From an optimization exercise on the open Yosys and OpenROAD flow, aimed at small area, a short achievable clock period and few clock cycles per item; shortcuts taken in it are not production practice. At most, simulation tests tie the RTL to the original design; equivalence was not proved.

wip/umber:
## fft8_top
module fft8_top (
  input  logic              clk,
  input  logic              rst_n,
  input  logic              valid_in,
  input  fft8_pkg::sample_t data_in_re,
  input  fft8_pkg::sample_t data_in_im,
  output logic              ready,
  output logic              valid_out,
  output fft8_pkg::result_t data_out_re,
  output fft8_pkg::result_t data_out_im
);
For scale: ~2100 cells after synthesis, ~470 flip-flops.
==> flow/config.mk <==
export PLATFORM = sky130hd
export DESIGN_NAME = fft8_top
export DESIGN_NICKNAME = fft8_top
export VERILOG_FILES = /design/flow/design.v
export SDC_FILE = /design/flow/constraint.sdc
export NUM_CORES = 4
export LEC_CHECK = 0
export CAP_MARGIN = 20
export CORE_MARGIN = 2
export CORE_UTILIZATION = 65
export CTS_CLUSTER_DIAMETER = 100
export CTS_CLUSTER_SIZE = 24
export SETUP_SLACK_MARGIN = 5.0
export SLEW_MARGIN = 20
==> flow/constraint.sdc <==
create_clock -name core_clock -period 8.0 [get_ports {clk}]
set_input_delay 1.6000 -clock core_clock [delete_from_list [all_inputs] [get_ports {clk}]]
set_output_delay 1.6000 -clock core_clock [all_outputs]
set_load 0.01 [all_outputs]
standard.sh (not shown) runs the stock make flow with config.mk's settings and CLKGATE_MAP_FILE= SYNTH_SCRIPT=/design/flow/synth_recipe.tcl, a recipe that flattens the netlist after the stock synthesis.
==> flow/flow/run.sh <==
#!/bin/bash
# Own flow: the standard flow (standard synthesis unchanged), with
# stronger port buffers and a deeper setup repair. Each tool's log is
# kept by ORFS under orfs/logs; make's own output goes to standard.log.
set -euo pipefail
bash standard.sh \
  "BUFFER_PORTS_ARGS=-buffer_cell sky130_fd_sc_hd__buf_4" \
  SETUP_SLACK_MARGIN=5.3 \
  finish > standard.log 2>&1
Testbench counts of wip/umber, summed over its fixed seeds: cycles 4,200, frames 512.
Modified inputs, wip/pepper compared to wip/umber
diff --git a/flow/design.v b/flow/design.v
--- a/flow/design.v
+++ b/flow/design.v
@@ -72,22 +72,18 @@
   logic [W-1:0] g, p, gg, pp, c;
   always_comb begin
     g  = a & b;
     p  = a ^ b;
     gg = g;
     pp = p;
-    for (int l = 0; (2 << l) <= W - LO; l++) begin
-      for (int j = (2 << l) - 1; j < W - LO; j += (2 << l)) begin
-        gg[j + LO] = gg[j + LO] | (pp[j + LO] & gg[j + LO - (1 << l)]);
-        pp[j + LO] = pp[j + LO] & pp[j + LO - (1 << l)];
-      end
-    end
-    for (int l = 4; l >= 0; l--) begin
-      for (int j = 3 * (1 << l) - 1; j < W - LO; j += (2 << l)) begin
-        gg[j + LO] = gg[j + LO] | (pp[j + LO] & gg[j + LO - (1 << l)]);
-        pp[j + LO] = pp[j + LO] & pp[j + LO - (1 << l)];
+    for (int l = 0; (1 << l) < W - LO; l++) begin
+      for (int i = LO; i < W; i++) begin
+        if (((i - LO) >> l) & 1) begin
+          gg[i] = gg[i] | (pp[i] & gg[(((i - LO) >> l) << l) + LO - 1]);
+          pp[i] = pp[i] & pp[(((i - LO) >> l) << l) + LO - 1];
+        end
       end
     end
     c[0] = ci;
     if (CI_LATE) begin
       for (int i = 1; i < W; i++) begin
         c[i] = gg[i-1] | (pp[i-1] & ci);
@@ -138,14 +134,14 @@
     o_hld <= !count_up[2] && !count_up[0];
   end
   assign a_re  = dl_re[3];
   assign a_im  = dl_im[3];
   assign bw_re = W'(b_re);
   assign bw_im = W'(b_im);
-  assign ax_re = {a_re[13-1], a_re[13-1:0]};
-  assign ax_im = {a_im[13-1], a_im[13-1:0]};
+  assign ax_re = W'($signed(a_re[13-1:0]));
+  assign ax_im = W'($signed(a_im[13-1:0]));
   bk_add #(W) u_sum_re (.a(ax_re), .b(bw_re), .ci(1'b0), .s(sum_re));
   bk_add #(W) u_sum_im (.a(ax_im), .b(bw_im), .ci(1'b0), .s(sum_im));
   bk_add #(W, 1'b1) u_dif_re (.a(ax_re), .b(~bw_re), .ci(cin_n), .s(dif_re));
   bk_add #(W) u_dif_im (.a(ax_im), .b(~bw_im), .ci(1'b1), .s(dif_im));
   assign src_re = odd ? dl_re[1] : dl_re[0];
   assign src_im = odd ? dl_im[1] : dl_im[0];
@@ -194,14 +190,14 @@
     p_swp <= (count_up[1:0] == 2'd0);
   end
   assign a_re = dl_re[1];
   assign a_im = dl_im[1];
   assign b_re = W'(in_re);
   assign b_im = W'(in_im);
-  assign ax_re = {a_re[13], a_re[13:0]};
-  assign ax_im = {a_im[13], a_im[13:0]};
+  assign ax_re = W'($signed(a_re[13:0]));
+  assign ax_im = W'($signed(a_im[13:0]));
   bk_add #(W) u_sum_re (.a(ax_re), .b(b_re), .ci(1'b0), .s(sum_re));
   bk_add #(W) u_sum_im (.a(ax_im), .b(b_im), .ci(1'b0), .s(sum_im));
   bk_add #(W, 1'b1) u_dif_re (.a(ax_re), .b(~b_re), .ci(cin_n), .s(dif_re));
   bk_add #(W) u_dif_im (.a(ax_im), .b(~b_im), .ci(1'b1), .s(dif_im));
   always_ff @(posedge clk) begin
     dl_re[0] <= ({W{p_raw}} & b_re) | ({W{p_dif}} & dif_re) | ({W{p_swp}} & dif_im);
@@ -228,14 +224,14 @@
   logic                pass;
   always_ff @(posedge clk) begin
     pass <= !count_up[0];
   end
   assign b_re = W'(in_re);
   assign b_im = W'(in_im);
-  assign ax_re = {held_re[13+1], held_re[13+1:0]};
-  assign ax_im = {held_im[13+1], held_im[13+1:0]};
+  assign ax_re = W'($signed(held_re[13+1:0]));
+  assign ax_im = W'($signed(held_im[13+1:0]));
   bk_add #(W) u_sum_re (.a(ax_re), .b(b_re), .ci(1'b0), .s(sum_re));
   bk_add #(W) u_sum_im (.a(ax_im), .b(b_im), .ci(1'b0), .s(sum_im));
   bk_add #(W) u_dif_re (.a(ax_re), .b(~b_re), .ci(1'b1), .s(dif_re));
   bk_add #(W) u_dif_im (.a(ax_im), .b(~b_im), .ci(1'b1), .s(dif_im));
   always_ff @(posedge clk) begin
     held_re <= pass ? b_re : dif_re;
Findings:
First-pass GRT wire length came out higher on wip/pepper than on wip/umber.
Number of buffers added for setup after CTS (wip/pepper over wip/umber): increase, 15
Diff wip/umber -> wip/pepper: area share of buffers outside the clock network down 0.15 points, met1 wire length up 1700 um, share of the synthesized area in compound gates (AO/OA/AOI/OAI) up 0.96 points, total detailed-routing wirelength up about 12%, final cell count up 5.5%.
The flow did not stop early for wip/umber: all stages ran, and the layout cleared the timing, design-rule and antenna checks.
wip/pepper did not stop at any stage, and its layout met the timing, design-rule and antenna checks.
From wip/umber to wip/pepper the numbers moved as follows: count of unique library cells instantiated by Yosys went down by 7, via count has increased.
Function not checked in wip/pepper: the RTL went through the layout flow alone.

[what the ideal ports hide]
The results above use ideal ports. As a check the final layouts listed here were re-extracted and re-timed, cells and wires unchanged.
Step 1 assumes that a clkbuf_16 drives the clock port and a buf_2 every other input.
Step 2 also shifts input and output timing later by t, the mid clock arrival at the registers, as if the neighbouring blocks saw the same clock.
Three values: no drivers, after step 1, after step 2; two values: the first two.
run | t, ns | setup WS [ns] | worst setup path at the end
wip/umber | 0.603 | 5.319 / 5.266 / 5.329 | register to register
wip/pepper | 0.602 | 5.308 / 5.252 / 5.311 | register to register
After both steps setup and hold are still met in every run listed.
